Source: an optimization exercise on an open RTL-to-GDS flow (aim: small area, a short achievable clock period and few clock cycles per item). Production flows keep margins and buffers that such runs may drop. The RTL was checked by simulation tests, not by an equivalence proof against the original design. Power is estimated from default activity; no workload was simulated.

// particle_force_euler_step
module particle_force_euler_step #(
    parameter int unsigned FRAC_BITS = 16
) (
    input  logic          aclk,
    input  logic          aresetn,
    input  logic          s_tvalid,
    output logic          s_tready,
    input  logic [87:0]   s_tdata,
    input  logic [1:0]    s_tuser,
    output logic          m_tvalid,
    input  logic          m_tready,
    output logic [159:0]  m_tdata,
    output logic [0:0]    m_tuser,
    input  logic          cfg_wr_en,
    input  logic [2:0]    cfg_addr,
    input  logic [31:0]   cfg_wdata
);
    function automatic logic [2:0] top_quad(input logic [31:0] v);
        logic [32:0] e;
        e = {v, 1'b0};
        top_quad = 3'd0;
        for (int c = 1; c < 8; c++) begin
            if (!(e[4*c +: 5] == 5'h00 || e[4*c +: 5] == 5'h1F)) top_quad = c[2:0];
        end
    endfunction
    function automatic logic [5:0] quad_digits(input logic [31:0] v, input logic [2:0] c);
        logic [32:0] e;
        logic [4:0]  w;
        e = {v, 1'b0};
        w = e[4*c +: 5];
        quad_digits = {w[4:2], w[2:0]};
    endfunction
    localparam logic [5:0] DIG_ADD  = 6'b000_001;    
    localparam logic [5:0] DIG_ZERO = 6'd0;
    function automatic logic [2:0] booth_dec(input logic [2:0] x);
        booth_dec = {x[2] & ~(x[1] & x[0]),
                     (x[2] & ~x[1] & ~x[0]) | (~x[2] & x[1] & x[0]),
                     x[1] ^ x[0]};
    endfunction
    function automatic logic [34:0] booth_row(input logic [2:0] d, input logic [31:0] md,
                                               input logic pneg);
        logic neg;
        logic [33:0] sel;
        neg = d[2] ^ pneg;
        sel = d[0] ? {{2{md[31]}}, md} : d[1] ? {md[31], md, 1'b0} : 34'd0;
        booth_row = {neg, sel ^ {34{neg}}};
    endfunction
    function automatic logic [63:0] bk_add(input logic [63:0] x, input logic [63:0] z);
        logic [63:0] g, p, gg, pp;
        g = x & z;
        p = x ^ z;
        gg = g;
        pp = p;
        for (int l = 1; l < 64; l = l * 2)
  ...
For scale: ~11000 cells after synthesis, ~780 flip-flops.
Settings: LEC_CHECK=0, CAP_MARGIN=20, CORE_MARGIN=2, CORE_UTILIZATION=40, SLEW_MARGIN=30; clock period 12.0 ns.
standard.sh (not shown) runs the stock make flow with config.mk's settings and CLKGATE_MAP_FILE= SYNTH_SCRIPT=/design/flow/synth_recipe.tcl, a recipe that flattens the netlist after the stock synthesis.
==> flow/flow/run.sh <==
#!/bin/bash
set -euo pipefail
export SETUP_SLACK_MARGIN=7
bash standard.sh > standard_flow.log 2>&1
Testbench counts at the start, summed over its fixed seeds: cycles 116,073, items 2,880.
Then changed:
--- a/flow/design.v
+++ b/flow/design.v
@@ -146,32 +146,32 @@
     assign s_wait = st_r[I_WAIT];
     logic [30:0] m_div;
     assign m_div = {mass_r[30:1], mass_r[0] | mzero_r};
     logic [31:8] fmask;
     always_comb begin
         for (int i = 8; i < 32; i++) fmask[i] = (m_div >> (i - 7)) == 31'd0;
     end
     logic start;        
-    logic drag_wr_r;
-    assign start = s_idle && s_tvalid && (!mvalid_r || m_tready) && !drag_wr_r;
+    assign start = s_idle && s_tvalid && (!mvalid_r || m_tready);
     logic y_fin;        
     assign y_fin = yst_r[Y_DONE] || yst_r[Y_FIN];
     logic cnt0;
     assign cnt0 = (cnt_r == 5'd0);
     logic sqrt_last;
     assign sqrt_last = s_sqrt && cnt0;
     logic accept;
     assign accept = (sqrt_last || s_wait) && y_fin;
     assign s_tready = accept;
     logic        drag_wr;
+    logic [30:0] drag_nx;
     logic [2:0]  drag_tq_nx;
     assign drag_wr    = cfg_wr_en && cfg_addr == 3'd2;
-    assign drag_tq_nx = top_quad({1'b0, cfg_wdata[30:0]});
-    always_ff @(posedge aclk) drag_wr_r <= aresetn && drag_wr;
+    assign drag_nx    = drag_wr ? cfg_wdata[30:0] : drag_r;
+    assign drag_tq_nx = drag_wr ? top_quad({1'b0, cfg_wdata[30:0]}) : drag_tq;
     logic        div_go;        
     logic        pnx_n, pny_n;  
     logic [31:0] amd_x, amd_y;
     logic        apn_x, apn_y, abig_x, abig_y, asat_x, asat_y;
     always_ff @(posedge aclk) begin
         if (div_go) begin
             abig_x <= ax_r[31] | ax_r[30] | ax_r[29];
             abig_y <= ay_r[31] | ay_r[30] | ay_r[29];
@@ -459,17 +459,17 @@
             digy_n   = quad_digits({15'd0, dt_r}, dt_tq);
             firsty_n = 1'b1;
         end
         if (y_uy)          yst_n = NY'(1) << Y_FIN;
         if (yst_r[Y_FIN])  yst_n = NY'(1) << Y_DONE;
         if (st_n[I_DX] || st_n[I_AX] || st_n[I_SQ]) firsty_n = firstx_n;
         if (accept || s_idle) begin
             st_n     = NS'(1) << I_IDLE;
-            digx_n   = quad_digits({1'b0, drag_r}, drag_tq);
+            digx_n   = quad_digits({1'b0, drag_nx}, drag_tq_nx);
             firstx_n = 1'b1;
         end
         if (start) begin
             digy_n   = DIG_ZERO;
             firsty_n = 1'b0;
             if (s_tuser[0]) begin
                 st_n     = NS'(1) << I_SQ;
                 cnt_n    = {2'd0, r_tq};
Effect:
- The changed run finished clean
- non-clock buffer count shrinks by 83
- area after synthesis hardly moves
- power increases by 12%
- hold slack is about the same
- utilization went down by 0.59 points
- worst setup slack gets better by 42 ps
- routed wire length rises by 1.2%
- cell count is about the same
- global-route usage grows by 0.48 points
- final area went down by 1.1%
- critical path depth climbs by 5
- sequential cell count goes down by 1
- sequential share of layout area increases by 0.16 points
- sequential power climbs by 6.7%
Testbench counts after the change, summed over its fixed seeds: cycles 116,073, items 2,880.

-- port drivers added, routing unchanged --
In the flow no input, the clock included, has a driving cell. The finished layouts below were timed again as built, in two steps.
Step 1, drivers: a clkbuf_16 drives aclk and a buf_2 each remaining input, both assumed.
Step 2 adds t to the input delays and takes it off the output delays; t is the mean of the earliest and latest rising clock arrival at the registers after step 1. Input paths then give back, and output paths get back, about the clock's delay inside the block.
Slacks: ideal / step 1 / step 2; pairs: ideal / step 1.
run | shift t [ns] | setup WS [ns] | slew at the worst register clock pin (ns) | pins driven straight from the clock port
the first run | 0.840 | 6.098 / 6.098 / 5.905 | 0.07 / 0.07 | 1
the second run | 0.892 | 6.140 / 6.140 / 5.577 | 0.07 / 0.07 | 1
After both steps every run listed still meets setup and hold. For the second run, which loses most, drivers alone change the setup slack by 0.000 ns; drivers and shift together by -0.563 ns.
